Background: an optimization exercise with open tools, aiming at small area and a short achievable clock period. Do not read the settings as production practice. The RTL was checked by simulation tests, not by an equivalence proof against the original design. No activity file was given, so power comes from the tool's default toggle rates.

==> flow/run.sh <==
#!/bin/bash
# synth_recipe.tcl (not shown) runs the flow's synth.tcl, then flattens the netlist and writes it again
# the make line also repeats each setting of config.mk as NAME=value (left out here)
make -C /OpenROAD-flow-scripts/flow DESIGN_CONFIG=/design/flow/config.mk WORK_HOME=/design/flow/orfs CLKGATE_MAP_FILE= SYNTH_SCRIPT=/design/flow/synth_recipe.tcl finish
==> flow/config.mk <==
export PLATFORM = sky130hd
export DESIGN_NAME = sys_matmul_stream
export DESIGN_NICKNAME = sys_matmul_stream
export VERILOG_FILES = /design/flow/design.v
export SDC_FILE = /design/flow/constraint.sdc
export NUM_CORES = 4
export LEC_CHECK = 0
export CAP_MARGIN = 20
export CORE_MARGIN = 2
export CORE_UTILIZATION = 40
export CTS_CLUSTER_DIAMETER = 250
export CTS_CLUSTER_SIZE = 22
export SETUP_SLACK_MARGIN = 5
export SLEW_MARGIN = 20
==> flow/design.v <==
module sys_matmul_stream #(
  parameter int N      = 3,
  parameter int DW     = 8,
  parameter int ACC_W  = 2*DW + $clog2(N),
  parameter int SIGNED = 0
) (
  input  logic             CLK,
  input  logic             rst_n,
  input  logic             vld_in,
  output logic             rdy_in,
  input  logic [DW-1:0]    a,
  input  logic [DW-1:0]    b,
  input  logic             keep,
  output logic             vld_out,
  input  logic             rdy_out,
  output logic [ACC_W-1:0] c,
  output logic             last_out,
  output logic             busy,
  output logic [1:0]       dbg_state
);
  localparam logic [1:0] S_LOAD = 2'd0, S_MAC = 2'd1, S_DRAIN = 2'd2;
  localparam int UD = 0, UY = 1, UZ = 2;
  logic [1:0]       r_state;
  logic [1:0]       r_i, r_j;
  logic             r_busy;
  logic             r_zero;        
  logic             r_clr;         
  logic             r_ph1;         
  logic             r_h1, r_h1i1;  
  logic             r_enD, r_enYZ, r_clrD, r_clrYZ, r_cD1, r_cY1, r_pzD;
  logic [2:0]       r_wD, r_wYZ;   
  logic [9:0]       r_ld;          
  logic [ACC_W-1:0] r_cout;
  logic [DW-1:0]    r_a [2];       
  logic [DW-1:0]    r_b [2];
  logic [DW-1:0]    r_az, r_by;
  logic [14:0]      r_ps [3];      
  logic [14:1]      r_pc [3];
  logic [ACC_W-1:0] r_c [3][3];
  logic w_in_hs, w_out_hs, w_mac, w_drain, w_ld;
  assign w_mac     = r_state[0];
  assign w_drain   = r_state[1];
  assign rdy_in    = (r_state == S_LOAD);
  assign vld_out   = w_drain;
  assign last_out  = r_ld[9];
  assign c         = r_cout;
  assign busy      = r_busy;
  assign dbg_state = r_state;
  assign w_in_hs   = vld_in && rdy_in;
  assign w_out_hs  = w_drain && rdy_out;
  assign w_ld      = (w_mac && (r_j == 2'd2)) || w_out_hs;
  logic w_clr_now;
  assign w_clr_now = ((r_i == 2'd0) && (r_j == 2'd0)) ? (!keep || r_zero) : r_clr;
  always_ff @(posedge CLK) begin
    if (!rst_n) begin
      r_state <= S_LOAD;
      r_i     <= '0;
      r_j     <= '0;
      r_busy  <= 1'b0;
      r_zero  <= 1'b1;
      r_ph1   <= 1'b0;
      r_h1    <= 1'b0;
      r_h1i1  <= 1'b0;
      r_enD   <= 1'b0;
      r_enYZ  <= 1'b0;
      r_wD    <= 3'b001;
      r_wYZ   <= 3'b001;
      r_ld    <= 10'd1;
      r_cout  <= '0;
    end else begin
      case (r_state)
        S_LOAD:  if (w_in_hs && (r_i == 2'd2)) r_state <= S_MAC;
        S_MAC:   r_state <= (r_j == 2'd2) ? S_DRAIN : S_LOAD;
        default: if (w_out_hs && r_ld[9]) r_state <= S_LOAD;
      endcase
      r_ph1  <= w_mac;
      r_h1   <= w_in_hs;
      r_h1i1 <= w_in_hs && (r_i == 2'd1);
      r_enD  <= r_h1;
      r_enYZ <= r_h1i1 || w_mac || r_ph1;
      if (r_enD)  r_wD  <= {r_wD[1:0], r_wD[2]};
      if (r_enYZ) r_wYZ <= {r_wYZ[1:0], r_wYZ[2]};
      if (w_in_hs) begin
        r_i    <= (r_i == 2'd2) ? 2'd0 : r_i + 2'd1;
        r_busy <= 1'b1;
        if ((r_i == 2'd0) && (r_j == 2'd0)) r_zero <= 1'b0;
      end
      if (w_mac) r_j <= (r_j == 2'd2) ? 2'd0 : r_j + 2'd1;
      if (w_out_hs && r_ld[9]) r_busy <= 1'b0;
      if (w_ld) begin
        r_ld   <= {r_ld[8:0], r_ld[9]};
        r_cout <= w_cnext;
      end
    end
  end
  always_ff @(posedge CLK) begin
    if (w_in_hs && (r_i == 2'd0) && (r_j == 2'd0)) r_clr <= !keep || r_zero;
    r_cD1   <= w_in_hs && (r_j == 2'd0) && w_clr_now;
    r_pzD   <= w_in_hs && (r_i == 2'd0) && (r_j == 2'd0) && w_clr_now;
    r_clrD  <= r_cD1;
    r_cY1   <= w_in_hs && (r_i == 2'd1) && (r_j == 2'd0) && r_clr;
    r_clrYZ <= r_cY1 || (r_clr && ((w_mac && (r_j == 2'd0)) || (r_ph1 && (r_j == 2'd1))));
    if (w_in_hs) begin
      r_a[0] <= a;      r_a[1] <= r_a[0];
      r_b[0] <= b;      r_b[1] <= r_b[0];
    end
    if (w_in_hs && (r_i == 2'd0)) begin
      r_az <= a;
      r_by <= b;
    end else if (w_mac) begin
      r_az <= r_a[1];
      r_by <= r_b[1];
    end
  end
  logic [2:0] w_ks [3];    
  logic [2:0] w_ps [3];    
  logic [ACC_W-1:0] w_cnext;
  always_comb begin
    w_ks[UD] = {r_ld[8], r_ld[4], r_ld[0]};
    w_ks[UY] = {r_ld[7], r_ld[6], r_ld[3]};
    w_ks[UZ] = {r_ld[5], r_ld[2], r_ld[1]};
    for (int u = 0; u < 3; u++) begin
      logic [2:0] w;
      w = (u == UD) ? r_wD : r_wYZ;
      for (int p = 0; p < 3; p++)
        w_ps[u][p] = (w[0] & w_ks[u][p]) | (w[1] & w_ks[u][(p+1)%3]) | (w[2] & w_ks[u][(p+2)%3]);
    end
    w_cnext = '0;
    for (int u = 0; u < 3; u++)
      for (int p = 0; p < 3; p++)
        w_cnext = w_cnext | (r_c[u][p] & {ACC_W{w_ps[u][p]}});
  end
  logic [15:0] w_ms [3], w_mc [3];
  mul8cs u_mD (.x(r_a[0]), .y(r_b[0]), .s(w_ms[UD]), .c(w_mc[UD]));
  mul8cs u_mY (.x(r_a[0]), .y(r_by),   .s(w_ms[UY]), .c(w_mc[UY]));
  mul8cs u_mZ (.x(r_az),   .y(r_b[0]), .s(w_ms[UZ]), .c(w_mc[UZ]));
  always_ff @(posedge CLK) begin
    for (int u = 0; u < 3; u++) begin
      r_ps[u] <= w_ms[u][14:0];
      r_pc[u] <= w_mc[u][14:1];
    end
  end
  logic w_en [3], w_rz [3], w_pz [3];
  assign w_en[UD] = r_enD;
  assign w_en[UY] = r_enYZ;
  assign w_en[UZ] = r_enYZ;
  assign w_rz[UD] = r_clrD && !r_wD[2];
  assign w_rz[UY] = r_clrYZ && !r_wYZ[2];
  assign w_rz[UZ] = w_rz[UY];
  assign w_pz[UD] = r_pzD;
  assign w_pz[UY] = r_cY1;
  assign w_pz[UZ] = r_cY1;
  always_ff @(posedge CLK) begin
    for (int u = 0; u < 3; u++)
      if (w_en[u]) begin
        r_c[u][0] <= w_rz[u] ? '0 : r_c[u][1];
        r_c[u][1] <= r_c[u][2];
        r_c[u][2] <= r_c[u][0] + ACC_W'(r_ps[u]) + ACC_W'({r_pc[u], 1'b0});
      end else if (w_pz[u]) begin
        r_c[u][0] <= '0;
      end
  end
endmodule
module mul8cs (input logic [7:0] x, input logic [7:0] y, output logic [15:0] s, output logic [15:0] c);
  wire pp0_0 = x[0] & y[0];
  wire pp0_1 = x[0] & y[1];
  wire pp0_2 = x[0] & y[2];
  wire pp0_3 = x[0] & y[3];
  wire pp0_4 = x[0] & y[4];
  wire pp0_5 = x[0] & y[5];
  wire pp0_6 = x[0] & y[6];
  wire pp0_7 = x[0] & y[7];
  wire pp1_0 = x[1] & y[0];
  wire pp1_1 = x[1] & y[1];
  wire pp1_2 = x[1] & y[2];
  wire pp1_3 = x[1] & y[3];
  wire pp1_4 = x[1] & y[4];
  wire pp1_5 = x[1] & y[5];
  wire pp1_6 = x[1] & y[6];
  wire pp1_7 = x[1] & y[7];
  wire pp2_0 = x[2] & y[0];
  wire pp2_1 = x[2] & y[1];
  wire pp2_2 = x[2] & y[2];
  wire pp2_3 = x[2] & y[3];
  wire pp2_4 = x[2] & y[4];
  wire pp2_5 = x[2] & y[5];
  wire pp2_6 = x[2] & y[6];
  wire pp2_7 = x[2] & y[7];
  wire pp3_0 = x[3] & y[0];
  wire pp3_1 = x[3] & y[1];
  wire pp3_2 = x[3] & y[2];
  wire pp3_3 = x[3] & y[3];
  wire pp3_4 = x[3] & y[4];
  wire pp3_5 = x[3] & y[5];
  wire pp3_6 = x[3] & y[6];
  wire pp3_7 = x[3] & y[7];
  wire pp4_0 = x[4] & y[0];
  wire pp4_1 = x[4] & y[1];
  wire pp4_2 = x[4] & y[2];
  wire pp4_3 = x[4] & y[3];
  wire pp4_4 = x[4] & y[4];
  wire pp4_5 = x[4] & y[5];
  wire pp4_6 = x[4] & y[6];
  wire pp4_7 = x[4] & y[7];
  wire pp5_0 = x[5] & y[0];
  wire pp5_1 = x[5] & y[1];
  wire pp5_2 = x[5] & y[2];
  wire pp5_3 = x[5] & y[3];
  wire pp5_4 = x[5] & y[4];
  wire pp5_5 = x[5] & y[5];
  wire pp5_6 = x[5] & y[6];
  wire pp5_7 = x[5] & y[7];
  wire pp6_0 = x[6] & y[0];
  wire pp6_1 = x[6] & y[1];
  wire pp6_2 = x[6] & y[2];
  wire pp6_3 = x[6] & y[3];
  wire pp6_4 = x[6] & y[4];
  wire pp6_5 = x[6] & y[5];
  wire pp6_6 = x[6] & y[6];
  wire pp6_7 = x[6] & y[7];
  wire pp7_0 = x[7] & y[0];
  wire pp7_1 = x[7] & y[1];
  wire pp7_2 = x[7] & y[2];
  wire pp7_3 = x[7] & y[3];
  wire pp7_4 = x[7] & y[4];
  wire pp7_5 = x[7] & y[5];
  wire pp7_6 = x[7] & y[6];
  wire pp7_7 = x[7] & y[7];
  wire hs0 = pp0_6 ^ pp1_5;
  wire hc0 = pp0_6 & pp1_5;
  wire fs1 = pp0_7 ^ pp1_6 ^ pp2_5;
  wire fc1 = (pp0_7 & pp1_6) | (pp0_7 & pp2_5) | (pp1_6 & pp2_5);
  wire hs2 = pp3_4 ^ pp4_3;
  wire hc2 = pp3_4 & pp4_3;
  wire fs3 = pp1_7 ^ pp2_6 ^ pp3_5;
  wire fc3 = (pp1_7 & pp2_6) | (pp1_7 & pp3_5) | (pp2_6 & pp3_5);
  wire hs4 = pp4_4 ^ pp5_3;
  wire hc4 = pp4_4 & pp5_3;
  wire fs5 = pp2_7 ^ pp3_6 ^ pp4_5;
  wire fc5 = (pp2_7 & pp3_6) | (pp2_7 & pp4_5) | (pp3_6 & pp4_5);
  wire hs6 = pp0_4 ^ pp1_3;
  wire hc6 = pp0_4 & pp1_3;
  wire fs7 = pp0_5 ^ pp1_4 ^ pp2_3;
  wire fc7 = (pp0_5 & pp1_4) | (pp0_5 & pp2_3) | (pp1_4 & pp2_3);
  wire hs8 = pp3_2 ^ pp4_1;
  wire hc8 = pp3_2 & pp4_1;
  wire fs9 = hs0 ^ pp2_4 ^ pp3_3;
  wire fc9 = (hs0 & pp2_4) | (hs0 & pp3_3) | (pp2_4 & pp3_3);
  wire fs10 = pp4_2 ^ pp5_1 ^ pp6_0;
  wire fc10 = (pp4_2 & pp5_1) | (pp4_2 & pp6_0) | (pp5_1 & pp6_0);
  wire fs11 = fs1 ^ hs2 ^ pp5_2;
  wire fc11 = (fs1 & hs2) | (fs1 & pp5_2) | (hs2 & pp5_2);
  wire fs12 = pp6_1 ^ pp7_0 ^ hc0;
  wire fc12 = (pp6_1 & pp7_0) | (pp6_1 & hc0) | (pp7_0 & hc0);
  wire fs13 = fs3 ^ hs4 ^ pp6_2;
  wire fc13 = (fs3 & hs4) | (fs3 & pp6_2) | (hs4 & pp6_2);
  wire fs14 = pp7_1 ^ fc1 ^ hc2;
  wire fc14 = (pp7_1 & fc1) | (pp7_1 & hc2) | (fc1 & hc2);
  wire fs15 = fs5 ^ pp5_4 ^ pp6_3;
  wire fc15 = (fs5 & pp5_4) | (fs5 & pp6_3) | (pp5_4 & pp6_3);
  wire fs16 = pp7_2 ^ fc3 ^ hc4;
  wire fc16 = (pp7_2 & fc3) | (pp7_2 & hc4) | (fc3 & hc4);
  wire fs17 = pp3_7 ^ pp4_6 ^ pp5_5;
  wire fc17 = (pp3_7 & pp4_6) | (pp3_7 & pp5_5) | (pp4_6 & pp5_5);
  wire fs18 = pp6_4 ^ pp7_3 ^ fc5;
  wire fc18 = (pp6_4 & pp7_3) | (pp6_4 & fc5) | (pp7_3 & fc5);
  wire fs19 = pp4_7 ^ pp5_6 ^ pp6_5;
  wire fc19 = (pp4_7 & pp5_6) | (pp4_7 & pp6_5) | (pp5_6 & pp6_5);
  wire hs20 = pp0_3 ^ pp1_2;
  wire hc20 = pp0_3 & pp1_2;
  wire fs21 = hs6 ^ pp2_2 ^ pp3_1;
  wire fc21 = (hs6 & pp2_2) | (hs6 & pp3_1) | (pp2_2 & pp3_1);
  wire fs22 = fs7 ^ hs8 ^ pp5_0;
  wire fc22 = (fs7 & hs8) | (fs7 & pp5_0) | (hs8 & pp5_0);
  wire fs23 = fs9 ^ fs10 ^ fc7;
  wire fc23 = (fs9 & fs10) | (fs9 & fc7) | (fs10 & fc7);
  wire fs24 = fs11 ^ fs12 ^ fc9;
  wire fc24 = (fs11 & fs12) | (fs11 & fc9) | (fs12 & fc9);
  wire fs25 = fs13 ^ fs14 ^ fc11;
  wire fc25 = (fs13 & fs14) | (fs13 & fc11) | (fs14 & fc11);
  wire fs26 = fs15 ^ fs16 ^ fc13;
  wire fc26 = (fs15 & fs16) | (fs15 & fc13) | (fs16 & fc13);
  wire fs27 = fs17 ^ fs18 ^ fc15;
  wire fc27 = (fs17 & fs18) | (fs17 & fc15) | (fs18 & fc15);
  wire fs28 = fs19 ^ pp7_4 ^ fc17;
  wire fc28 = (fs19 & pp7_4) | (fs19 & fc17) | (pp7_4 & fc17);
  wire fs29 = pp5_7 ^ pp6_6 ^ pp7_5;
  wire fc29 = (pp5_7 & pp6_6) | (pp5_7 & pp7_5) | (pp6_6 & pp7_5);
  wire hs30 = pp0_2 ^ pp1_1;
  wire hc30 = pp0_2 & pp1_1;
  wire fs31 = hs20 ^ pp2_1 ^ pp3_0;
  wire fc31 = (hs20 & pp2_1) | (hs20 & pp3_0) | (pp2_1 & pp3_0);
  wire fs32 = fs21 ^ pp4_0 ^ hc20;
  wire fc32 = (fs21 & pp4_0) | (fs21 & hc20) | (pp4_0 & hc20);
  wire fs33 = fs22 ^ hc6 ^ fc21;
  wire fc33 = (fs22 & hc6) | (fs22 & fc21) | (hc6 & fc21);
  wire fs34 = fs23 ^ hc8 ^ fc22;
  wire fc34 = (fs23 & hc8) | (fs23 & fc22) | (hc8 & fc22);
  wire fs35 = fs24 ^ fc10 ^ fc23;
  wire fc35 = (fs24 & fc10) | (fs24 & fc23) | (fc10 & fc23);
  wire fs36 = fs25 ^ fc12 ^ fc24;
  wire fc36 = (fs25 & fc12) | (fs25 & fc24) | (fc12 & fc24);
  wire fs37 = fs26 ^ fc14 ^ fc25;
  wire fc37 = (fs26 & fc14) | (fs26 & fc25) | (fc14 & fc25);
  wire fs38 = fs27 ^ fc16 ^ fc26;
  wire fc38 = (fs27 & fc16) | (fs27 & fc26) | (fc16 & fc26);
  wire fs39 = fs28 ^ fc18 ^ fc27;
  wire fc39 = (fs28 & fc18) | (fs28 & fc27) | (fc18 & fc27);
  wire fs40 = fs29 ^ fc19 ^ fc28;
  wire fc40 = (fs29 & fc19) | (fs29 & fc28) | (fc19 & fc28);
  wire fs41 = pp6_7 ^ pp7_6 ^ fc29;
  wire fc41 = (pp6_7 & pp7_6) | (pp6_7 & fc29) | (pp7_6 & fc29);
  assign s[0] = pp0_0;
  assign c[0] = 1'b0;
  assign s[1] = pp0_1;
  assign c[1] = pp1_0;
  assign s[2] = hs30;
  assign c[2] = pp2_0;
  assign s[3] = fs31;
  assign c[3] = hc30;
  assign s[4] = fs32;
  assign c[4] = fc31;
  assign s[5] = fs33;
  assign c[5] = fc32;
  assign s[6] = fs34;
  assign c[6] = fc33;
  assign s[7] = fs35;
  assign c[7] = fc34;
  assign s[8] = fs36;
  assign c[8] = fc35;
  assign s[9] = fs37;
  assign c[9] = fc36;
  assign s[10] = fs38;
  assign c[10] = fc37;
  assign s[11] = fs39;
  assign c[11] = fc38;
  assign s[12] = fs40;
  assign c[12] = fc39;
  assign s[13] = fs41;
  assign c[13] = fc40;
  assign s[14] = pp7_7;
  assign c[14] = fc41;
  assign s[15] = 1'b0;
  assign c[15] = 1'b0;
endmodule
==> flow/constraint.sdc <==
create_clock -name core_clock -period 8.0 [get_ports {CLK}]
set_input_delay 1.6000 -clock core_clock [delete_from_list [all_inputs] [get_ports {CLK}]]
set_output_delay 1.6000 -clock core_clock [all_outputs]
set_load 0.01 [all_outputs]
==> results of run 1 <==
==> cell families (layout without fill, tap and decap cells) <==
logic type	count (synthesis)	count (layout)	synth area share (%)
fa+ha+maj	219	219	21.1
flops	350	350	49.9
simple gates	581	581	14.9
compound gates	183	183	6.85
xor+xnor	40	40	1.92
mux	24	24	1.42
buf+inv	186	265	3.94
==> metal layers <==
| layer | vias to the layer above | GRT usage [%] | wire length [um] |
|---|---|---|---|
| li1 | 5436 | - | - |
| met1 | 5927 | 27.8 | 20300 |
| met2 | 349 | 30.6 | 20900 |
| met3 | 72 | 2.26 | 2500 |
| met4 | 0 | 6.39 | 1590 |
| met5 | - | 0 | 0 |
==> power by group through the flow <==
| stage | sequential [mW] | clock [mW] | combinational [mW] |
|---|---|---|---|
| after floorplan | 2.41 | 0 | 1.63 |
| after global placement | 2.51 | 0 | 2.01 |
| after detailed placement | 2.52 | 0 | 2.07 |
| after CTS | 2.46 | 1.07 | 2.16 |
| after global routing | 2.48 | 1.13 | 2.52 |
| final | 2.45 | 1.04 | 2.22 |
==> area by class of cell <==
cell class	count	area [sq um]
Clock buffer	33	538
Fill cell	4238	24900
Multi-Input combinational cell	1047	8620
Sequential cell	350	9130
Inverter	136	524
Timing Repair Buffer	96	826
Tap cell	600	751
==> registers in the layout, indices dropped and copies added (netlist names), 2 cells and up <==
name and flops:
r_by 8, r_j 2, r_b 16, r_pc 42, r_i 2, r_wYZ 3
r_ld 10, r_wD 3, r_state 2, r_c 162, r_ps 45, r_az 8
r_a 16, r_cout 18
==> path summary, 6_finish.rpt <==
path / end / startpoint
hold / removal: r_clrD / r_cD1
hold reg to reg: r_clrD / r_cD1
setup / recovery: r_cout[5] / rdy_out
setup reg to reg: r_ps[1][10] / r_a[0][4]
==> through the flow <==
step	instances	cell area (sq um)	setup slack, ns
2_1_floorplan	1583	18300	5.14
3_5_place_dp	2181	19300	3.55
3_3_place_gp	2181	19300	3.67
5_1_grt	2262	20400	4.98
4_1_cts	2245	20200	5.03
6_report	2262	20400	5.05
==> Yosys cell counts (6+ instances only) <==
library cell | instances | area share, %
a21o_1 | 13 | 0.53
a211oi_1 | 6 | 0.25
ha_1 | 69 | 4.7
mux2i_1 | 8 | 0.44
edfxtp_1 | 211 | 35
nand4_1 | 36 | 1.2
o21ai_1 | 7 | 0.19
and2_1 | 138 | 4.7
a22oi_1 | 8 | 0.33
nor2_1 | 51 | 1.0
nor2b_1 | 12 | 0.41
buf_2 | 12 | 0.33
nand3_1 | 11 | 0.30
a21oi_1 | 40 | 1.1
xor2_1 | 10 | 0.48
dfxtp_1 | 139 | 15
o21ai_0 | 34 | 0.93
clkbuf_1 | 34 | 0.70
inv_1 | 134 | 2.8
a21boi_1 | 10 | 0.41
nor3_1 | 10 | 0.27
mux2_2 | 16 | 0.99
xnor2_1 | 30 | 1.4
a2111oi_0 | 16 | 0.77
nand2_1 | 306 | 6.3
fa_1 | 150 | 16
==> what timing repair did <==
item | in CTS | in global routing
buffers inserted | 31 | 17
setup endpoints to repair | 96 | 44
gates cloned | 0 | 0
pin swaps | 9 | 17
gates resized for setup | 47 | 24
==> flow_metrics.py, run 1 <==
metrics = {
    "place": {
        "dpl.hpwl_mm": 32.6,
        "io_buffers": 44,
        "place_congestion": 0.861,
    },
    "layout": {
        "final_util_pct": 45.0,
        "final_common_cell": "nand2_1",
        "layout.nets": 1890,
        "layout-drive-gt1-share_pct": 8.06,
        "num_antenna_cells": 0,
        "layout_common_cells": "305 x nand2_1, 211 x edfxtp_1, 147 x fa_1",
        "synthToLayoutAreaGrowth_pct": 11.5,
    },
    "synthesis": {
        "avgSynthCellArea_sq_um": 11.6,
        "yosys_warnings": 23,
        "syn_nets": 1823,
        "syn_area_sq_um": 18300,
        "ys.flop_type": "edfxtp_1",
        "ys_ff_latch": 350,
        "async_reset_ff_share_pct": 0,
        "synthCells": 1583,
        "synth_edf_count": 211,
        "yosysSeqAreaShare_pct": 49.9,
        "netlist-cell-type-count": 60,
    },
    "clocking": {
        "cts_hold_buf": 0,
        "clk_pin_slew_ns": 0.09,
        "clock_latency_ns": 0.53,
        "htreeDepth": 1,
        "clockBufferDepth": 3,
        "cts-root-buf": "clkbuf_16",
        "cts_buffers": 19,
        "cts_tree": "done",
        "clock-sinks": 350,
    },
    "timing": {
        "setup_viol": 0,
        "maxSlewViolCount": 0,
        "fin_crit_ns": 2.95,
        "max_freq_mhz": 339,
        "finClkSkew_ns": 0.0128,
        "rsz0062_at_grt": "true",
        "fin_tns_setup_ns": 0,
        "slew_headroom_pct": 25.7,
        "period_share_pct": 36.9,
        "tightest_slew_ns": 1.11,
        "hold_viol_final": 0,
        "timing.hold.ws_ns": 0.332,
    },
    "die": {
        "placementRows": 78,
        "die_area_sq_um": 47400,
        "core_sq_um": 45300,
        "start_util_pct": 40.4,
        "io_pins": 45,
        "die_h_um": 218,
        "die_w_um": 218,
    },
    "setup_path": {
        "cpPeakStageDelay_ns": 0.76,
        "critical_path_depth": 5,
        "cp.required_ns": 8.40,
        "r2r_cells": 7,
        "cp_slowest_cell": "a2111oi_0",
        "worst-path-buf-inv": 2,
        "r2r_slack_ns": 5.06,
        "endpoint_kind": "flop",
        "path_max_fanout": 28,
        "path_delay_family": "compound AO/OA/AOI/OAI gates",
        "startpoint_type": "input port",
        "worst_ep_arrival_time_ns": 3.35,
        "crit_chain": "clkdlybuf4s50_1 > a22oi_2 > buf_4 > a2111oi_0 > nor2_1",
        "crit_type": "input port to flop",
    },
    "min_path": {
        "hold_depth": 0,
        "hold_class": "flop to flop",
    },
    "pwr": {
        "switchingPower_mw": 2.01,
        "combPwrFrac_pct": 38.9,
        "intPower_mw": 3.71,
        "static-leakage-power_nw": 8.17,
        "clockPowerShare_pct": 18.2,
        "p_sw_share_pct": 35.1,
        "power_frac_seq_pct": 42.9,
        "p_total_mw": 5.72,
        "p_per_area_nw_per_um2": 281,
        "peakVddDrop_mv": 0.148,
    },
    "route": {
        "drt_wl_total_mm": 45.2,
        "dr.pass1.iters": 5,
        "drt_iter0_drc": 1005,
        "drc": 0,
        "vias_per_cell": 5.21,
        "dr_total_vias": 11784,
        "wl_per_cell_um": 20.0,
        "ant_nets": 0,
    },
    "global_route": {
        "grt_max_degree": 78,
        "antenna_found_initial": 0,
        "track_usage_pct": 19.4,
        "grt_pass1_wl_mm": 69.9,
        "overflow": 0,
        "grt_pass1_vias": 11802,
    },
    "flow_run": {
        "cap_violations": 0,
    },
    "outcome": {
        "outcome": "timing/DRC/antenna clean",
    },
}
==> run 2, diff against run 1 <==
--- a/flow/config.mk
+++ b/flow/config.mk
@@ -9,6 +9,6 @@
 export CORE_MARGIN = 2
 export CORE_UTILIZATION = 40
 export CTS_CLUSTER_DIAMETER = 250
-export CTS_CLUSTER_SIZE = 22
+export CTS_CLUSTER_SIZE = 28
 export SETUP_SLACK_MARGIN = 5
 export SLEW_MARGIN = 20
==> flow_metrics.py, run 2 <==
metrics = {
    "outcome": {
        "outcome": "timing/DRC/antenna clean",
    },
    "timing": {
        "finClkSkew_ns": 0.0241,
        "slew_headroom_pct": 26.3,
        "max_freq_mhz": 339,
        "setup_viol": 0,
        "fin_tns_setup_ns": 0,
        "maxSlewViolCount": 0,
        "fin_crit_ns": 2.95,
        "period_share_pct": 36.9,
        "timing.hold.ws_ns": 0.338,
        "rsz0062_at_grt": "true",
        "tightest_slew_ns": 1.11,
        "hold_viol_final": 0,
    },
    "setup_path": {
        "r2r_cells": 11,
        "r2r_slack_ns": 5.05,
        "path_max_fanout": 3,
        "crit_type": "flop to flop",
        "worst_ep_arrival_time_ns": 3.23,
        "startpoint_type": "flop",
        "r2r_start": "r_c[6][1]",
        "cp.required_ns": 8.27,
        "rr_endpoint": "r_c[8][13]",
        "endpoint_kind": "flop",
    },
    "clocking": {
        "cts-root-buf": "clkbuf_16",
        "clk_pin_slew_ns": 0.11,
        "htreeDepth": 1,
        "cts_buffers": 16,
        "clock_latency_ns": 0.52,
        "clockBufferDepth": 3,
        "clock-sinks": 350,
        "cts_tree": "done",
        "cts_hold_buf": 0,
    },
    "route": {
        "wl_per_cell_um": 20.0,
        "vias_per_cell": 5.15,
        "drt_wl_total_mm": 45.2,
        "dr.pass1.iters": 5,
        "drt_iter0_drc": 955,
        "dr_total_vias": 11636,
        "drc": 0,
        "ant_nets": 0,
    },
    "synthesis": {
        "yosysSeqAreaShare_pct": 49.9,
        "syn_area_sq_um": 18300,
        "ys.flop_type": "edfxtp_1",
        "synthTopCellsByCount": "306 x nand2_1, 211 x edfxtp_1, 150 x fa_1",
        "synth_edf_count": 211,
        "async_reset_ff_share_pct": 0,
        "yosysTopAreaCellShare_pct": 34.6,
        "yosys_warnings": 23,
        "synth_top_area_cell": "edfxtp_1",
        "avgSynthCellArea_sq_um": 11.6,
        "ys_ff_latch": 350,
        "synthCells": 1583,
        "netlist-cell-type-count": 60,
        "yosysMostFrequentCell": "nand2_1",
        "synth_area_leaders": "edfxtp_1 35%, fa_1 16%, dfxtp_1 15%",
        "syn_nets": 1823,
    },
    "die": {
        "core_sq_um": 45300,
        "die_area_sq_um": 47400,
        "placementRows": 78,
        "io_pins": 45,
        "start_util_pct": 40.4,
        "die_w_um": 218,
        "die_h_um": 218,
    },
    "global_route": {
        "overflow": 0,
        "track_usage_pct": 19.3,
        "grt_pass1_vias": 11757,
        "grt_max_degree": 78,
        "grt_pass1_wl_mm": 70.1,
        "antenna_found_initial": 0,
    },
    "layout": {
        "synthToLayoutAreaGrowth_pct": 11.1,
        "layout-drive-gt1-share_pct": 8.14,
        "reg.largest.list": "r_c (162), r_ps (45), r_pc (42)",
        "layout.nets": 1888,
        "largest_register_ffs": 162,
        "largest-register": "r_c",
        "num_antenna_cells": 0,
        "layout_common_cells": "305 x nand2_1, 211 x edfxtp_1, 147 x fa_1",
        "final_common_cell": "nand2_1",
    },
    "pwr": {
        "peakVddDrop_mv": 0.137,
        "static-leakage-power_nw": 8.15,
        "p_per_area_nw_per_um2": 279,
    },
    "min_path": {
        "min_to": "r_clrD",
        "hold_class": "flop to flop",
        "hp-start": "r_cD1",
        "hold_depth": 0,
    },
    "place": {
        "io_buffers": 44,
        "dpl.hpwl_mm": 32.6,
        "place_congestion": 0.861,
    },
    "flow_run": {
        "cap_violations": 0,
    },
}
==> run 2: layer usage <==
layer | up-vias | share of wire [%] | GRT usage (%)
met4 | 0 | 2.6 | 5.31
met3 | 50 | 4.6 | 1.52
met5 | - | 0 | 0
met2 | 303 | 46 | 31.1
li1 | 5427 | - | -
met1 | 5856 | 47 | 28.2
==> run 2: logic make-up after synthesis <==
| logic type | share of synthesized area [%] |
|---|---|
| AND/OR/NAND/NOR | 14.9 |
| flip-flops | 49.9 |
| adder cells (fa/ha/maj) | 21.1 |
| buffers and inverters | 3.94 |
| AO/OA/AOI/OAI | 6.85 |
| XOR/XNOR | 1.92 |
| multiplexers | 1.42 |
==> run 2: layout make-up <==
type,instances,area [sq um]
fillers,4242,25000
flip-flops and latches,350,9140
multi-input cells,1047,8620
repair buffers,97,817
well taps,600,751
inverters,136,524
clock buffers,27,463
clock inverters,1,16.3
==> run 2: worst max-delay path by stage <==
stage,from,end,cells past startpoint
final,r_c[6][1],r_c[8][13],11
after global routing,r_c[6][1],r_c[8][13],11
after CTS,vld_in,r_by[2],5
after detailed placement,vld_in,r_by[0],5
after global placement,vld_in,r_by[0],5
after floorplan,r_c[3][1],r_c[5][17],12
==> run 2: repair_timing <==
item | 4_1_cts | 5_1_grt
gates resized for setup | 48 | 24
setup endpoints to repair | 95 | 46
pin swaps | 9 | 20
setup buffers | 32 | 17
==> run 2: critical path: stages (launching register included) <==
cell,delay (ns)
edfxtp_1,0.40
inv_1,0.07
fa_1,0.49
inv_2,0.04
ha_4,0.16
fa_2,0.38
a211oi_2,0.24
o211ai_1,0.19
a221oi_2,0.39
nor2b_1,0.08
nor2_1,0.14
xnor2_1,0.11
==> run 2: power breakdown <==
| group | switching (mW) | internal [mW] |
|---|---|---|
| combinational | 1.24 | 0.992 |
| sequential | 0.192 | 2.26 |
| clock | 0.577 | 0.409 |
| total | 2.01 | 3.66 |
==> run 2: metrics by stage <==
| stage | instance area (sq um) | power, mW | cells | util, % | setup WS, ns |
|---|---|---|---|---|---|
| 2_1_floorplan | 18300 | 4.04 | 1583 | - | 5.14 |
| 3_3_place_gp | 19300 | 4.52 | 2181 | 42.7 | 3.67 |
| 3_5_place_dp | 19300 | 4.58 | 2181 | 42.7 | 3.55 |
| 4_1_cts | 20100 | 5.62 | 2241 | 44.4 | 5.01 |
| 5_1_grt | 20300 | 6.08 | 2258 | 44.9 | 4.99 |
| 6_report | 20300 | 5.68 | 2258 | 44.9 | 5.05 |
==> run 3, diff against run 2 <==
--- a/flow/design.v
+++ b/flow/design.v
@@ -21,6 +21,7 @@
   localparam logic [1:0] S_LOAD = 2'd0, S_MAC = 2'd1, S_DRAIN = 2'd2;
   localparam int UD = 0, UY = 1, UZ = 2;
   logic [1:0]       r_state;
+  logic             r_rdy;         
   logic [1:0]       r_i, r_j;
   logic             r_busy;
   logic             r_zero;        
@@ -40,7 +41,7 @@
   logic w_in_hs, w_out_hs, w_mac, w_drain, w_ld;
   assign w_mac     = r_state[0];
   assign w_drain   = r_state[1];
-  assign rdy_in    = (r_state == S_LOAD);
+  assign rdy_in    = r_rdy;
   assign vld_out   = w_drain;
   assign last_out  = r_ld[9];
   assign c         = r_cout;
@@ -54,6 +55,7 @@
   always_ff @(posedge CLK) begin
     if (!rst_n) begin
       r_state <= S_LOAD;
+      r_rdy   <= 1'b1;
       r_i     <= '0;
       r_j     <= '0;
       r_busy  <= 1'b0;
@@ -66,12 +68,12 @@
       r_wD    <= 3'b001;
       r_wYZ   <= 3'b001;
       r_ld    <= 10'd1;
-      r_cout  <= '0;
     end else begin
       case (r_state)
-        S_LOAD:  if (w_in_hs && (r_i == 2'd2)) r_state <= S_MAC;
-        S_MAC:   r_state <= (r_j == 2'd2) ? S_DRAIN : S_LOAD;
-        default: if (w_out_hs && r_ld[9]) r_state <= S_LOAD;
+        S_LOAD:  if (w_in_hs && (r_i == 2'd2)) begin r_state <= S_MAC; r_rdy <= 1'b0; end
+        S_MAC:   if (r_j == 2'd2) r_state <= S_DRAIN;
+                 else begin r_state <= S_LOAD; r_rdy <= 1'b1; end
+        default: if (w_out_hs && r_ld[9]) begin r_state <= S_LOAD; r_rdy <= 1'b1; end
       endcase
       r_ph1  <= w_mac;
       r_h1   <= w_in_hs;
@@ -89,7 +91,6 @@
       if (w_out_hs && r_ld[9]) r_busy <= 1'b0;
       if (w_ld) begin
         r_ld   <= {r_ld[8:0], r_ld[9]};
-        r_cout <= w_cnext;
       end
     end
   end
@@ -112,6 +113,8 @@
       r_by <= r_b[1];
     end
   end
+  always_ff @(posedge CLK)
+    if (!rst_n || w_ld) r_cout <= w_cnext & {ACC_W{rst_n}};
   logic [2:0] w_ks [3];    
   logic [2:0] w_ps [3];    
   logic [ACC_W-1:0] w_cnext;
--- a/flow/config.mk
+++ b/flow/config.mk
@@ -10,5 +10,6 @@
 export CORE_UTILIZATION = 40
 export CTS_CLUSTER_DIAMETER = 250
 export CTS_CLUSTER_SIZE = 28
+export PLACE_DENSITY = 0.7
 export SETUP_SLACK_MARGIN = 5
 export SLEW_MARGIN = 20
==> flow_metrics.py, run 3 <==
metrics = {
    "place": {
        "place_congestion": 0.890,
        "dpl.cell_count": 2061,
        "dpl.hpwl_mm": 29.9,
        "io_buffers": 44,
    },
    "outcome": {
        "outcome": "timing/DRC/antenna clean",
    },
    "clocking": {
        "clock_latency_ns": 0.52,
        "clk_pin_slew_ns": 0.11,
        "cts-root-buf": "clkbuf_16",
        "cts_tree": "done",
        "clockBufferDepth": 3,
        "cts_buffers": 16,
        "clock-sinks": 351,
        "htreeDepth": 1,
    },
    "pwr": {
        "p_per_area_nw_per_um2": 282,
        "peakVddDrop_mv": 0.142,
        "static-leakage-power_nw": 7.98,
    },
    "min_path": {
        "hp-start": "r_cD1",
        "hold_depth": 0,
        "hold_class": "flop to flop",
        "min_to": "r_clrD",
    },
    "synthesis": {
        "yosysMostFrequentCell": "edfxtp_1",
        "async_reset_ff_share_pct": 0,
        "synthCells": 1461,
        "synth_area_leaders": "edfxtp_1 38%, fa_1 16%, dfxtp_1 13%",
        "avgSynthCellArea_sq_um": 12.5,
        "ys_ff_latch": 351,
        "ys.flop_type": "edfxtp_1",
        "synth_edf_count": 229,
        "syn_nets": 1701,
        "synthTopCellsByCount": "229 x edfxtp_1, 177 x nand2_1, 150 x fa_1",
        "yosysSeqAreaShare_pct": 51.1,
        "syn_area_sq_um": 18200,
        "synth_top_area_cell": "edfxtp_1",
        "netlist-cell-type-count": 64,
        "yosys_warnings": 23,
        "yosysTopAreaCellShare_pct": 37.7,
    },
    "layout": {
        "largest_register_ffs": 162,
        "layout.nets": 1765,
        "final_common_cell": "edfxtp_1",
        "num_antenna_cells": 0,
        "largest-register": "r_c",
        "layoutNonFillerInstCount": 2135,
        "layout-drive-gt1-share_pct": 8.08,
        "reg.largest.list": "r_c (162), r_ps (45), r_pc (42)",
        "synthToLayoutAreaGrowth_pct": 10.9,
        "layout_common_cells": "229 x edfxtp_1, 176 x nand2_1, 148 x fa_1",
    },
    "timing": {
        "period_share_pct": 36.5,
        "fin_crit_ns": 2.92,
        "slew_headroom_pct": 27.3,
        "finClkSkew_ns": 0.0220,
        "rsz0062_at_grt": "true",
        "tightest_slew_ns": 1.09,
        "hold_viol_final": 0,
        "fin_tns_setup_ns": 0,
        "max_freq_mhz": 342,
        "setup_viol": 0,
        "maxSlewViolCount": 0,
    },
    "die": {
        "die_w_um": 218,
        "die_h_um": 218,
        "placementRows": 78,
        "core_sq_um": 45200,
        "start_util_pct": 40.4,
        "die_area_sq_um": 47300,
        "io_pins": 45,
    },
    "global_route": {
        "grt_pass1_vias": 11547,
        "track_usage_pct": 17.7,
        "grt_max_degree": 70,
        "overflow": 0,
        "grt_pass1_wl_mm": 65.1,
        "antenna_found_initial": 0,
    },
    "setup_path": {
        "endpoint_kind": "flop",
        "r2r_slack_ns": 5.08,
        "worst_ep_arrival_time_ns": 3.20,
        "startpoint_type": "flop",
        "r2r_start": "r_ps[2][1]",
        "rr_endpoint": "r_c[8][17]",
        "r2r_cells": 11,
        "path_max_fanout": 3,
        "cp.required_ns": 8.28,
        "crit_type": "flop to flop",
    },
    "route": {
        "wl_per_cell_um": 19.6,
        "drc": 0,
        "drt_iter0_drc": 1180,
        "ant_nets": 0,
        "drt_wl_total_mm": 41.8,
        "dr.pass1.iters": 8,
        "vias_per_cell": 5.34,
        "dr_total_vias": 11404,
    },
    "flow_run": {
        "cap_violations": 0,
    },
}
run 3: kinds of logic after synthesis:
logic type | Yosys count | share of synthesized area (%)
AO/OA/AOI/OAI | 235 | 9.28
XOR/XNOR | 39 | 1.87
buffers and inverters | 186 | 3.99
AND/OR/NAND/NOR | 406 | 11.1
adder cells (fa/ha/maj) | 219 | 21.2
multiplexers | 25 | 1.49
flip-flops | 351 | 51.1
run 3: metrics by stage:
stage	hold WS [ns]	cell area (sq um)	setup slack [ns]	util (%)	total power [mW]
CTS	0.343	19900	5.01	44.1	5.63
global route	0.357	20200	4.93	44.7	6.06
global placement	0.316	19300	3.99	42.7	4.58
finish	0.342	20200	5.08	44.7	5.69
floorplan	0.310	18200	4.96	-	4.07
detailed placement	0.319	19300	3.95	42.7	4.65
run 3: worst max path at each step:
stage	startpoint	to	slack [ns]	cells after the start
after floorplan	vld_in	r_az[0]	4.96	4
after global routing	r_c[0][1]	r_c[2][17]	4.93	11
after CTS	r_c[0][1]	r_c[2][17]	5.01	11
after global placement	rdy_out	r_cout[12]	3.99	3
final	r_ps[2][1]	r_c[8][17]	5.08	11
after detailed placement	rdy_out	r_cout[14]	3.95	3
run 3: cell type report:
class / instances / area, sq um
fill: 3996 / 25000
sequential: 351 / 9330
multi-input combinational: 924 / 8330
timing repair buffer: 96 / 813
tap: 600 / 751
inverter: 136 / 510
clock buffer: 27 / 463
clock inverter: 1 / 16.3
run 3: what timing repair did:
item,4_1_cts,5_1_grt
endpoints found under the setup margin,68,28
setup buffers,20,26
pin swaps,3,5
resized for setup,38,15
hold buffers,0,0
run 3: worst max-delay path, stage by stage (launching register included):
cell and delay [ns]:
dfxtp_1 0.35, inv_1 0.06, fa_1 0.53, inv_1 0.04, ha_1 0.24, fa_2 0.43
a21oi_2 0.20, o21ai_1 0.15, nand2b_1 0.23, a21oi_1 0.11, o21ai_0 0.27, xnor2_1 0.09
run 3: metal layers:
layer	share of wire, %	up-vias	GRT usage, %
li1	-	5170	-
met4	2.1	0	4.54
met5	0	-	0
met3	7.5	57	2.98
met2	47	442	29.1
met1	44	5735	24.4
run 3: power breakdown:
part	internal, mW	leakage (nW)	total (mW)	switching, mW
clock	0.408	0.229	0.964	0.556
sequential	2.29	3.17	2.46	0.176
combinational	0.954	4.58	2.27	1.31
==> run 4, diff against run 3 <==
--- a/flow/config.mk
+++ b/flow/config.mk
@@ -7,7 +7,7 @@
 export LEC_CHECK = 0
 export CAP_MARGIN = 20
 export CORE_MARGIN = 2
-export CORE_UTILIZATION = 40
+export CORE_UTILIZATION = 55
 export CTS_CLUSTER_DIAMETER = 250
 export CTS_CLUSTER_SIZE = 28
 export PLACE_DENSITY = 0.7
==> flow_metrics.py, run 4 <==
metrics = {
    "outcome": {
        "outcome": "timing/DRC/antenna clean",
    },
    "synthesis": {
        "synth_top_area_cell": "edfxtp_1",
        "synthTopCellsByCount": "229 x edfxtp_1, 177 x nand2_1, 150 x fa_1",
        "yosysTopAreaCellShare_pct": 37.7,
        "syn_nets": 1701,
        "synth_area_leaders": "edfxtp_1 38%, fa_1 16%, dfxtp_1 13%",
        "avgSynthCellArea_sq_um": 12.5,
        "yosysSeqAreaShare_pct": 51.1,
        "syn_area_sq_um": 18200,
        "synthCells": 1461,
        "yosys_warnings": 23,
        "synth_edf_count": 229,
        "yosysMostFrequentCell": "edfxtp_1",
        "netlist-cell-type-count": 64,
        "ys_ff_latch": 351,
        "ys.flop_type": "edfxtp_1",
        "async_reset_ff_share_pct": 0,
    },
    "global_route": {
        "grt_max_degree": 76,
        "antenna_found_initial": 1,
        "track_usage_pct": 25.2,
        "grt_pass1_vias": 11521,
        "overflow": 0,
        "grt_pass1_wl_mm": 65.3,
    },
    "route": {
        "drc": 0,
        "wl_per_cell_um": 21.5,
        "dr_total_vias": 11626,
        "drt_iter0_drc": 1201,
        "dr.pass1.iters": 6,
        "drt_wl_total_mm": 42.4,
        "vias_per_cell": 5.90,
        "ant_nets": 0,
    },
    "die": {
        "die_h_um": 186,
        "core_sq_um": 32600,
        "die_area_sq_um": 34600,
        "die_w_um": 186,
        "io_pins": 45,
        "placementRows": 66,
        "start_util_pct": 55.9,
    },
    "clocking": {
        "cts-root-buf": "clkbuf_16",
        "htreeDepth": 1,
        "clk_pin_slew_ns": 0.11,
        "clockBufferDepth": 3,
        "cts_tree": "done",
        "clock_latency_ns": 0.54,
        "clock-sinks": 351,
        "cts_buffers": 16,
    },
    "setup_path": {
        "endpoint": "r_ps[0][8]",
        "crit_start": "r_a[0][5]",
        "cp_slowest_cell": "edfxtp_1",
        "rr_endpoint": "r_ps[0][8]",
        "cpMostUsedCell": "fa_1",
        "cp.required_ns": 8.40,
        "cpPeakStageDelay_ns": 0.73,
        "crit_chain": "and2_1 > ha_1 > inv_1 > fa_1 > inv_1 > fa_1 > fa_1",
        "crit_type": "flop to flop",
        "worst_ep_arrival_time_ns": 3.34,
        "startpoint_type": "flop",
        "endpoint_kind": "flop",
        "r2r_cells": 7,
        "path_max_fanout": 17,
        "r2r_slack_ns": 5.07,
        "r2r_start": "r_a[0][5]",
    },
    "timing": {
        "max_freq_mhz": 341,
        "tightest_slew_ns": 1.18,
        "setup_viol": 0,
        "hold_viol_final": 0,
        "period_share_pct": 36.6,
        "fin_crit_ns": 2.93,
        "fin_ws_ns": 5.07,
        "fin_tns_setup_ns": 0,
        "finClkSkew_ns": 0.0421,
        "rsz0062_at_grt": "true",
        "slew_headroom_pct": 20.8,
        "maxSlewViolCount": 0,
    },
    "flow_run": {
        "cap_violations": 0,
    },
    "pwr": {
        "peakVddDrop_mv": 0.191,
        "p_per_area_nw_per_um2": 288,
        "static-leakage-power_nw": 7.99,
        "p_total_mw": 5.76,
    },
    "place": {
        "io_buffers": 44,
        "place_congestion": 0.879,
        "dp_slack_ns": 4.02,
        "dpl.hpwl_mm": 29.5,
    },
    "min_path": {
        "hold_class": "flop to flop",
        "hp-start": "r_cD1",
    },
    "layout": {
        "num-fill-cells": 2545,
        "synthToLayoutAreaGrowth_pct": 9.85,
        "layout.nets": 1759,
        "num_antenna_cells": 0,
        "layout-drive-gt1-share_pct": 8.44,
        "largest-register": "r_c",
        "reg.largest.list": "r_c (162), r_ps (45), r_pc (42)",
        "layout_common_cells": "229 x edfxtp_1, 176 x nand2_1, 147 x fa_1",
        "largest_register_ffs": 162,
        "final_common_cell": "edfxtp_1",
    },
}
[run 4: metal layers]
layer | global-route usage, % | up-vias | wire length, um
met1 | 37.9 | 5889 | 18700
li1 | - | 5151 | -
met4 | 5.45 | 2 | 743
met5 | 0 | - | 13
met2 | 39.2 | 525 | 19000
met3 | 3.58 | 59 | 3900
[run 4: what timing repair did]
action                                  CTS  global route
endpoints found under the setup margin   66            51
endpoints found under the hold margin     0             0
buffers inserted                         24            16
hold buffers                              0             0
pin swaps                                 3            10
gates cloned                              0             0
resized for setup                        36            31
[run 4: stage by stage]
step                utilization, %  hold slack, ns  instance area [sq um]  cells
global route                  61.4           0.355                  20000   1971
global placement              58.5           0.314                  19100   1903
detailed placement            58.5           0.317                  19100   1903
floorplan                        -           0.310                  18200   1461
finish                        61.4           0.341                  20000   1971
CTS                           60.6           0.342                  19800   1955
[run 4: logic make-up (layout without fill, tap and decap cells)]
family                   after synthesis  after routing  synth area share [%]
AND/OR/NAND/NOR                      406            406                  11.1
flip-flops                           351            351                  51.1
AO/OA/AOI/OAI                        235            235                  9.28
adder cells (fa/ha/maj)              219            219                  21.2
buffers and inverters                186            254                  3.99
XOR/XNOR                              39             39                  1.87
multiplexers                          25             25                  1.49
[run 4: final cells by class]
type / instances / area, sq um / area share, %
Sequential cell: 351 / 9330 / 46.6
Multi-Input combinational cell: 924 / 8380 / 41.8
Timing Repair Buffer: 90 / 779 / 3.89
Tap cell: 442 / 553 / 2.76
Inverter: 136 / 510 / 2.55
Clock buffer: 27 / 463 / 2.31
Clock inverter: 1 / 16.3 / 0.0812
[run 4: worst min path at each step]
stage | to | cells after the start | slack [ns]
2_1_floorplan | r_clrD | 0 | 0.31
3_3_place_gp | r_clrD | 0 | 0.31
3_5_place_dp | r_clrD | 0 | 0.32
4_1_cts | r_clrD | 0 | 0.34
5_1_grt | r_clrD | 0 | 0.35
6_report | r_clrD | 0 | 0.34
[run 4: worst max-delay path, delay by kind of cell (launching register included)]
| family | cells | cell delay, ns |
|---|---|---|
| and+or+nand+nor | 1 | 0.31 |
| buffers and inverters | 2 | 0.10 |
| adders and majority gates | 4 | 1.67 |
| DFF | 1 | 0.73 |
[run 4: power by group]
part / total, mW / internal [mW] / switching (mW)
logic: 2.32 / 0.974 / 1.34
registers: 2.47 / 2.29 / 0.182
clock network: 0.979 / 0.409 / 0.570
==> run 5, diff against run 4 <==
--- a/flow/config.mk
+++ b/flow/config.mk
@@ -7,9 +7,9 @@
 export LEC_CHECK = 0
 export CAP_MARGIN = 20
 export CORE_MARGIN = 2
-export CORE_UTILIZATION = 55
+export CORE_UTILIZATION = 40
 export CTS_CLUSTER_DIAMETER = 250
 export CTS_CLUSTER_SIZE = 28
-export PLACE_DENSITY = 0.7
+export GPL_TIMING_DRIVEN = 0
 export SETUP_SLACK_MARGIN = 5
 export SLEW_MARGIN = 20
==> flow_metrics.py, run 5 <==
metrics = {
    "pwr": {
        "peakVddDrop_mv": 0.152,
        "static-leakage-power_nw": 8.06,
        "p_per_area_nw_per_um2": 284,
        "p_total_mw": 5.77,
    },
    "timing": {
        "rsz0062_at_grt": "true",
        "max_freq_mhz": 332,
        "slew_headroom_pct": 31.1,
        "finClkSkew_ns": 0.0270,
        "timing.hold.ws_ns": 0.332,
        "setup_viol": 0,
        "fin_crit_ns": 3.02,
        "fin_ws_ns": 4.98,
        "hold_viol_final": 0,
        "maxSlewViolCount": 0,
        "fin_tns_setup_ns": 0,
        "tightest_slew_ns": 1.03,
        "period_share_pct": 37.7,
    },
    "die": {
        "placementRows": 78,
        "die_w_um": 218,
        "start_util_pct": 40.4,
        "die_h_um": 218,
        "die_area_sq_um": 47300,
        "core_sq_um": 45200,
        "io_pins": 45,
    },
    "route": {
        "drt_wl_total_mm": 46.6,
        "drt_iter0_drc": 1046,
        "vias_per_cell": 5.32,
        "dr_total_vias": 11520,
        "drc": 0,
        "wl_per_cell_um": 21.5,
        "dr.pass1.iters": 8,
        "ant_nets": 0,
    },
    "synthesis": {
        "ys.flop_type": "edfxtp_1",
        "syn_area_sq_um": 18200,
        "synth_top_family_by_area": "adder cells",
        "yosysMostFrequentCell": "edfxtp_1",
        "synthAdderAreaFrac_pct": 21.2,
        "synth_top_area_cell": "edfxtp_1",
        "avgSynthCellArea_sq_um": 12.5,
        "synth_area_leaders": "edfxtp_1 38%, fa_1 16%, dfxtp_1 13%",
        "yosys_warnings": 23,
        "netlist-cell-type-count": 64,
        "yosysSeqAreaShare_pct": 51.1,
        "synthCells": 1461,
        "synthTopCellsByCount": "229 x edfxtp_1, 177 x nand2_1, 150 x fa_1",
        "synth_compound_area_share_pct": 9.28,
        "async_reset_ff_share_pct": 0,
        "syn_nets": 1701,
        "synth_edf_count": 229,
        "yosys.area_share.simple_pct": 11.1,
        "ys_ff_latch": 351,
        "synth_xor_area_share_pct": 1.87,
        "synthMuxAreaShare_pct": 1.49,
        "yosysTopAreaCellShare_pct": 37.7,
    },
    "layout": {
        "largest_register_ffs": 162,
        "num-fill-cells": 4121,
        "layout-drive-gt1-share_pct": 8.94,
        "largest-register": "r_c",
        "final_common_cell": "edfxtp_1",
        "num_antenna_cells": 0,
        "fin_area_sq_um": 20400,
        "reg.largest.list": "r_c (162), r_ps (45), r_pc (42)",
        "synthToLayoutAreaGrowth_pct": 11.6,
        "final_util_pct": 45.0,
        "layout_common_cells": "229 x edfxtp_1, 176 x nand2_1, 145 x fa_1",
        "layout.nets": 1796,
        "layoutNonFillerInstCount": 2166,
    },
    "global_route": {
        "antenna_found_initial": 0,
        "track_usage_pct": 19.9,
        "grt_pass1_wl_mm": 71.1,
        "overflow": 0,
        "grt_pass1_vias": 11694,
        "grt_max_degree": 56,
    },
    "setup_path": {
        "crit_type": "flop to flop",
        "worst_ep_arrival_time_ns": 3.40,
        "startpoint_type": "flop",
        "path_max_fanout": 5,
        "endpoint_kind": "flop",
        "cp.required_ns": 8.39,
    },
    "clocking": {
        "clockBufferDepth": 3,
        "clock_latency_ns": 0.54,
        "clk_pin_slew_ns": 0.11,
        "cts-root-buf": "clkbuf_16",
        "htreeDepth": 1,
        "cts_buffers": 16,
        "cts_tree": "done",
        "clock-sinks": 351,
    },
    "place": {
        "place_congestion": 0.850,
        "dp_slack_ns": 3.52,
        "place_area_sq_um": 19500,
        "dpl.cell_count": 2105,
        "io_buffers": 43,
        "dpl.hpwl_mm": 34.5,
    },
    "min_path": {
        "hold_class": "flop to flop",
    },
    "outcome": {
        "outcome": "timing/DRC/antenna clean",
    },
    "flow_run": {
        "cap_violations": 0,
    },
}
## run 5: cell counts after synthesis
No cell type changed its count.
## run 5: cell families after synthesis
| kind of cell | Yosys count |
|---|---|
| muxes | 25 |
| adders and majority gates | 219 |
| buffers and inverters | 186 |
| DFF | 351 |
| xor gates and xnor gates | 39 |
| AOI/OAI and AO/OA | 235 |
| and+or+nand+nor | 406 |
## run 5: routing by layer
layer / track usage (%) / up-vias / part of all wire [%]
met5: 0 / - / 0
met4: 4.63 / 0 / 1.9
met3: 2.51 / 55 / 5.9
met2: 31.9 / 367 / 46
met1: 28.7 / 5866 / 46
li1: - / 5232 / -
## run 5: worst paths after layout
path	startpoint	slack [ns]	to	cells past startpoint
worst min register to register	r_cD1	0.33	r_clrD	0
worst max-delay path	r_a[0][2]	4.98	r_ps[1][9]	8
worst min-delay path	r_cD1	0.33	r_clrD	0
worst max register to register	r_a[0][2]	4.98	r_ps[1][9]	8
## run 5: what timing repair did
item / 4_1_cts / 5_1_grt
setup buffers: 17 / 15
gates resized for setup: 63 / 44
hold buffers: 0 / 0
setup endpoints to repair: 112 / 36
pin swaps: 8 / 9
cloned: 1 / 0
## run 5: critical path, cell delays in order (launching register included)
cell and delay (ns):
edfxtp_1 0.47, buf_6 0.18, and2_1 0.14, fa_1 0.50, inv_2 0.04, fa_2 0.51, inv_1 0.05, fa_2 0.52
fa_1 0.46
## run 5: power breakdown
part	leakage [nW]	switching [mW]	internal, mW
registers	3.17	0.181	2.29
logic	4.67	1.35	0.987
clock network	0.223	0.582	0.392
total	8.06	2.11	3.66
## run 5: layout make-up
class | instances | area [sq um] | area share, %
repair buffers | 76 | 687 | 3.38
multi-input cells | 925 | 8340 | 41.0
clock inverters | 2 | 32.5 | 0.160
clock buffers | 26 | 438 | 2.15
inverters | 136 | 513 | 2.52
plain buffers | 50 | 259 | 1.27
flip-flops and latches | 351 | 9330 | 45.9
well taps | 600 | 751 | 3.69
==> run 6, diff against run 5 <==
--- a/flow/config.mk
+++ b/flow/config.mk
@@ -10,6 +10,5 @@
 export CORE_UTILIZATION = 40
 export CTS_CLUSTER_DIAMETER = 250
 export CTS_CLUSTER_SIZE = 28
-export GPL_TIMING_DRIVEN = 0
 export SETUP_SLACK_MARGIN = 5
 export SLEW_MARGIN = 20
==> flow_metrics.py, run 6 <==
metrics = {
    "route": {
        "ant_nets": 0,
        "vias_per_cell": 5.27,
        "dr.pass1.iters": 5,
        "dr_total_vias": 11231,
        "wl_per_cell_um": 20.3,
        "drt_iter0_drc": 1237,
        "drt_wl_total_mm": 43.3,
        "drc": 0,
    },
    "layout": {
        "synthToLayoutAreaGrowth_pct": 10.7,
        "num-fill-cells": 4104,
        "layout-drive-gt1-share_pct": 8.02,
        "multiInputGateArea_sq_um": 8320,
        "reg.largest.list": "r_c (162), r_ps (45), r_pc (42)",
        "num_antenna_cells": 0,
        "fin_area_sq_um": 20200,
        "regArea_sq_um": 9330,
        "largest-register": "r_c",
        "largest_register_ffs": 162,
        "layout.nets": 1763,
        "layout_common_cells": "229 x edfxtp_1, 176 x nand2_1, 148 x fa_1",
        "final_common_cell": "edfxtp_1",
    },
    "pwr": {
        "clockPowerShare_pct": 17.2,
        "combPwrFrac_pct": 39.6,
        "peakVddDrop_mv": 0.156,
        "p_per_area_nw_per_um2": 283,
        "switchingPower_mw": 2.07,
        "power_frac_seq_pct": 43.2,
        "static-leakage-power_nw": 7.97,
        "p_sw_share_pct": 36.2,
        "intPower_mw": 3.64,
    },
    "die": {
        "io_pins": 45,
        "core_sq_um": 45200,
        "placementRows": 78,
        "start_util_pct": 40.4,
        "die_area_sq_um": 47300,
        "die_w_um": 218,
        "die_h_um": 218,
    },
    "clocking": {
        "clock_latency_ns": 0.54,
        "cts_hold_buf": 0,
        "htreeDepth": 1,
        "clockBufferDepth": 3,
        "cts_tree": "done",
        "cts-root-buf": "clkbuf_16",
        "clock-sinks": 351,
        "cts_buffers": 16,
        "clk_pin_slew_ns": 0.12,
    },
    "setup_path": {
        "rr_endpoint": "r_ps[2][9]",
        "r2r_slack_ns": 5.09,
        "worst_ep_arrival_time_ns": 3.34,
        "crit_start": "r_b[0][5]",
        "path_max_fanout": 4,
        "cp.required_ns": 8.44,
        "r2r_start": "r_b[0][5]",
        "endpoint_kind": "flop",
        "startpoint_type": "flop",
        "r2r_cells": 8,
        "endpoint": "r_ps[2][9]",
        "crit_type": "flop to flop",
    },
    "flow_run": {
        "cap_violations": 0,
    },
    "timing": {
        "setup_viol": 0,
        "rsz0062_at_grt": "false",
        "finClkSkew_ns": 0.0355,
        "slew_headroom_pct": 31.1,
        "fin_crit_ns": 2.91,
        "tightest_slew_ns": 1.03,
        "hold_viol_final": 0,
        "max_freq_mhz": 344,
        "fin_tns_setup_ns": 0,
        "period_share_pct": 36.3,
        "maxSlewViolCount": 0,
    },
    "place": {
        "place_congestion": 0.832,
        "io_buffers": 44,
        "dpl.hpwl_mm": 30.8,
        "place_area_sq_um": 19300,
    },
    "synthesis": {
        "ys.flop_type": "edfxtp_1",
        "yosysTopAreaCellShare_pct": 37.7,
        "yosys_warnings": 23,
        "synth_area_leaders": "edfxtp_1 38%, fa_1 16%, dfxtp_1 13%",
        "synthTopCellsByCount": "229 x edfxtp_1, 177 x nand2_1, 150 x fa_1",
        "syn_nets": 1701,
        "async_reset_ff_share_pct": 0,
        "yosysSeqAreaShare_pct": 51.1,
        "netlist-cell-type-count": 64,
        "synth_edf_count": 229,
        "ys_ff_latch": 351,
        "avgSynthCellArea_sq_um": 12.5,
        "yosysMostFrequentCell": "edfxtp_1",
        "synth_top_area_cell": "edfxtp_1",
        "syn_area_sq_um": 18200,
        "synthCells": 1461,
    },
    "global_route": {
        "track_usage_pct": 18.5,
        "grt_max_degree": 71,
        "grt_pass1_wl_mm": 66.8,
        "grt_pass1_vias": 11334,
        "overflow": 0,
        "antenna_found_initial": 0,
    },
    "outcome": {
        "outcome": "timing/DRC/antenna clean",
    },
    "min_path": {
        "hold_class": "flop to flop",
        "hp-start": "r_cD1",
    },
}
==> run 6: power by group through the flow <==
stage               clock network, mW  registers (mW)  logic, mW
floorplan                           0            2.43       1.63
global placement                    0            2.52       2.10
detailed placement                  0            2.53       2.15
CTS                              1.00            2.47       2.20
global route                     1.06            2.49       2.54
finish                          0.984            2.47       2.26
==> run 6: metrics by stage <==
step	worst slack, ns	power [mW]	hold slack, ns	cells	util, %
global placement	3.97	4.62	0.318	2062	42.7
floorplan	4.96	4.07	0.310	1461	-
detailed placement	3.97	4.68	0.316	2062	42.7
CTS	4.86	5.68	0.342	2115	44.2
finish	5.09	5.71	0.341	2133	44.7
global route	4.99	6.09	0.351	2133	44.7
==> run 6: layout make-up <==
| cell class | instances | share of cell area [%] |
|---|---|---|
| Sequential cell | 351 | 46.2 |
| Timing Repair Buffer | 94 | 3.97 |
| Tap cell | 600 | 3.72 |
| Clock buffer | 27 | 2.29 |
| Clock inverter | 1 | 0.0806 |
| Multi-Input combinational cell | 924 | 41.2 |
| Inverter | 136 | 2.53 |
==> run 6: critical path, cell delays in order (launching register included) <==
cell      delay (ns)
edfxtp_1        0.46
buf_4           0.19
and2_1          0.15
fa_1            0.53
inv_1           0.05
fa_1            0.47
inv_1           0.05
fa_1            0.50
fa_1            0.41
==> run 6: worst min-delay path by stage <==
stage	to	cells after the start
after detailed placement	r_clrD	0
after global routing	r_clrD	0
after global placement	r_clrD	0
after CTS	r_clrD	0
final	r_clrD	0
after floorplan	r_clrD	0
==> run 6: cell families after synthesis <==
group	Yosys count	synth area share, %
adder cells (fa/ha/maj)	219	21.2
AND/OR/NAND/NOR	406	11.1
multiplexers	25	1.49
AO/OA/AOI/OAI	235	9.28
flip-flops	351	51.1
XOR/XNOR	39	1.87
buffers and inverters	186	3.99
==> run 6: metal layers <==
| layer | global-route usage [%] | up-vias | share of wire [%] |
|---|---|---|---|
| met3 | 2.54 | 51 | 6.6 |
| met5 | 0 | - | 0 |
| met2 | 28.8 | 346 | 45 |
| met4 | 4.82 | 0 | 2.2 |
| met1 | 27.4 | 5673 | 47 |
| li1 | - | 5161 | - |
==> run 6: timing repair <==
action                                  CTS  global route
gates resized for setup                  39            16
pin swaps                                 3             4
endpoints found under the setup margin   74            40
buffers inserted                         25            17
==> run 7, diff against run 6 <==
--- a/flow/config.mk
+++ b/flow/config.mk
@@ -8,6 +8,7 @@
 export CAP_MARGIN = 20
 export CORE_MARGIN = 2
 export CORE_UTILIZATION = 40
+export CTS_BUF_LIST = sky130_fd_sc_hd__clkbuf_8 sky130_fd_sc_hd__clkbuf_16
 export CTS_CLUSTER_DIAMETER = 250
 export CTS_CLUSTER_SIZE = 28
 export SETUP_SLACK_MARGIN = 5
==> flow_metrics.py, run 7 <==
metrics = {
    "route": {
        "drc": 0,
        "drt_iter0_drc": 1229,
        "vias_per_cell": 5.26,
        "drt_wl_total_mm": 43.1,
        "dr.pass1.iters": 7,
        "dr_total_vias": 11207,
        "wl_per_cell_um": 20.2,
        "ant_nets": 0,
    },
    "pwr": {
        "combPwrFrac_pct": 39.6,
        "power_frac_seq_pct": 43.4,
        "peakVddDrop_mv": 0.155,
        "clockPowerShare_pct": 17.1,
        "p_per_area_nw_per_um2": 282,
        "static-leakage-power_nw": 8.01,
        "p_total_mw": 5.69,
        "p_sw_share_pct": 36.3,
        "switchingPower_mw": 2.06,
        "intPower_mw": 3.63,
    },
    "clocking": {
        "clock-sinks": 351,
        "cts-root-buf": "clkbuf_16",
        "cts_buffers": 16,
        "clk_pin_slew_ns": 0.11,
        "cts_hold_buf": 0,
        "clockBufferDepth": 3,
        "clock_latency_ns": 0.54,
        "cts_tree": "done",
        "htreeDepth": 1,
    },
    "global_route": {
        "track_usage_pct": 18.5,
        "grt_pass1_wl_mm": 66.8,
        "top_usage_layer": "met2",
        "overflow": 0,
        "antenna_found_initial": 0,
        "grt_max_degree": 71,
        "use_met2_pct": 28.9,
        "grt_pass1_vias": 11348,
        "met1_usage_pct": 27.3,
        "globalRouteMet3Util_pct": 2.54,
    },
    "place": {
        "dpl.hpwl_mm": 30.8,
        "place_congestion": 0.832,
        "io_buffers": 44,
    },
    "synthesis": {
        "syn_area_sq_um": 18200,
        "synth_area_leaders": "edfxtp_1 38%, fa_1 16%, dfxtp_1 13%",
        "async_reset_ff_share_pct": 0,
        "synthTopCellsByCount": "229 x edfxtp_1, 177 x nand2_1, 150 x fa_1",
        "synth_edf_count": 229,
        "yosysMostFrequentCell": "edfxtp_1",
        "ys.flop_type": "edfxtp_1",
        "synthCells": 1461,
        "avgSynthCellArea_sq_um": 12.5,
        "synth_top_area_cell": "edfxtp_1",
        "yosysSeqAreaShare_pct": 51.1,
        "netlist-cell-type-count": 64,
        "yosysTopAreaCellShare_pct": 37.7,
        "yosys_warnings": 23,
        "syn_nets": 1701,
        "ys_ff_latch": 351,
    },
    "die": {
        "placementRows": 78,
        "io_pins": 45,
        "die_area_sq_um": 47300,
        "die_w_um": 218,
        "die_h_um": 218,
        "start_util_pct": 40.4,
        "core_sq_um": 45200,
    },
    "layout": {
        "layout.nets": 1761,
        "largest_register_ffs": 162,
        "layout_common_cells": "229 x edfxtp_1, 176 x nand2_1, 148 x fa_1",
        "synthToLayoutAreaGrowth_pct": 10.7,
        "largest-register": "r_c",
        "final_common_cell": "edfxtp_1",
        "final_util_pct": 44.7,
        "num_antenna_cells": 0,
        "layout-drive-gt1-share_pct": 7.90,
        "reg.largest.list": "r_c (162), r_ps (45), r_pc (42)",
    },
    "setup_path": {
        "crit_chain": "buf_4 > and2_1 > fa_1 > inv_1 > fa_1 > inv_1 > fa_1 > fa_1",
        "crit_type": "flop to flop",
        "worst-path-buf-inv": 3,
        "critical_path_depth": 8,
        "path_max_fanout": 4,
        "startpoint_type": "flop",
        "cp_slowest_cell": "fa_1",
        "r2r_cells": 8,
        "endpoint_kind": "flop",
        "worst_ep_arrival_time_ns": 3.34,
        "cpPeakStageDelay_ns": 0.53,
        "cpMostUsedCell": "fa_1",
        "cp.required_ns": 8.43,
        "path_delay_family": "adder cells",
    },
    "timing": {
        "tightest_slew_ns": 1.03,
        "max_freq_mhz": 343,
        "fin_tns_setup_ns": 0,
        "period_share_pct": 36.4,
        "fin_crit_ns": 2.91,
        "setup_viol": 0,
        "slew_headroom_pct": 31.0,
        "rsz0062_at_grt": "true",
        "finClkSkew_ns": 0.0309,
        "maxSlewViolCount": 0,
        "hold_viol_final": 0,
        "timing.hold.ws_ns": 0.340,
    },
    "min_path": {
        "hold_class": "flop to flop",
        "hold_depth": 0,
    },
    "flow_run": {
        "cap_violations": 0,
    },
    "outcome": {
        "outcome": "timing/DRC/antenna clean",
    },
}
## run 7: changes by cell type in the layout (fill, tap and decap cells not counted)
cell / previous run / this run
buf_6: 1 / 2
inv_1: 135 / 145
clkbuf_1: 10 / 0
clkbuf_4: 1 / 0
buf_4: 47 / 45
## run 7: worst paths after layout
check / start / endpoint / slack (ns)
max: r_b[0][5] / r_ps[0][9] / 5.09
min: r_cD1 / r_clrD / 0.34
max reg2reg: r_b[0][5] / r_ps[0][9] / 5.09
min reg2reg: r_cD1 / r_clrD / 0.34
## run 7: what timing repair did
action | CTS | global route
pin swaps | 3 | 4
buffers inserted | 27 | 13
resized for setup | 39 | 17
cloned | 0 | 0
setup endpoints to repair | 74 | 35
## run 7: kinds of logic after synthesis
logic type      count (synthesis)  synth area share [%]
simple gates                  406                  11.1
xor+xnor                       39                  1.87
mux                            25                  1.49
flops                         351                  51.1
buf+inv                       186                  3.99
compound gates                235                  9.28
fa+ha+maj                     219                  21.2
## run 7: layout make-up
class                      count  area (sq um)
inverter                     136           510
clock inverter                11          53.8
multi-input combinational    924          8320
sequential                   351          9330
clock buffer                  17           425
fill                        4107         25000
timing repair buffer          92           791
tap                          600           751
## run 7: metrics by stage
stage	area [sq um]	cells	setup slack (ns)
3_3_place_gp	19300	2062	3.97
2_1_floorplan	18200	1461	4.96
6_report	20200	2131	5.09
5_1_grt	20200	2131	4.97
3_5_place_dp	19300	2062	3.97
4_1_cts	20000	2117	4.86
## run 7: power by group through the flow
stage          Sequential, mW  Clock [mW]  Combinational [mW]
2_1_floorplan            2.43           0                1.63
3_3_place_gp             2.52           0                2.10
3_5_place_dp             2.53           0                2.15
4_1_cts                  2.47       0.992                2.20
5_1_grt                  2.49        1.05                2.54
6_report                 2.47       0.970                2.25
## run 7: per-layer routing
metal	vias up	routed length (um)
met2	377	19200
met4	0	934
met3	51	3060
li1	5158	-
met1	5621	19900
met5	-	0

Re-timed with assumed drivers on the ports (clkbuf_16 on the clock, buf_2 on other inputs), run 7 has 5.056 ns of setup slack against 5.088 ns with ideal ports, and 4.595 ns once port delays also move by the mid clock arrival of 0.575 ns.
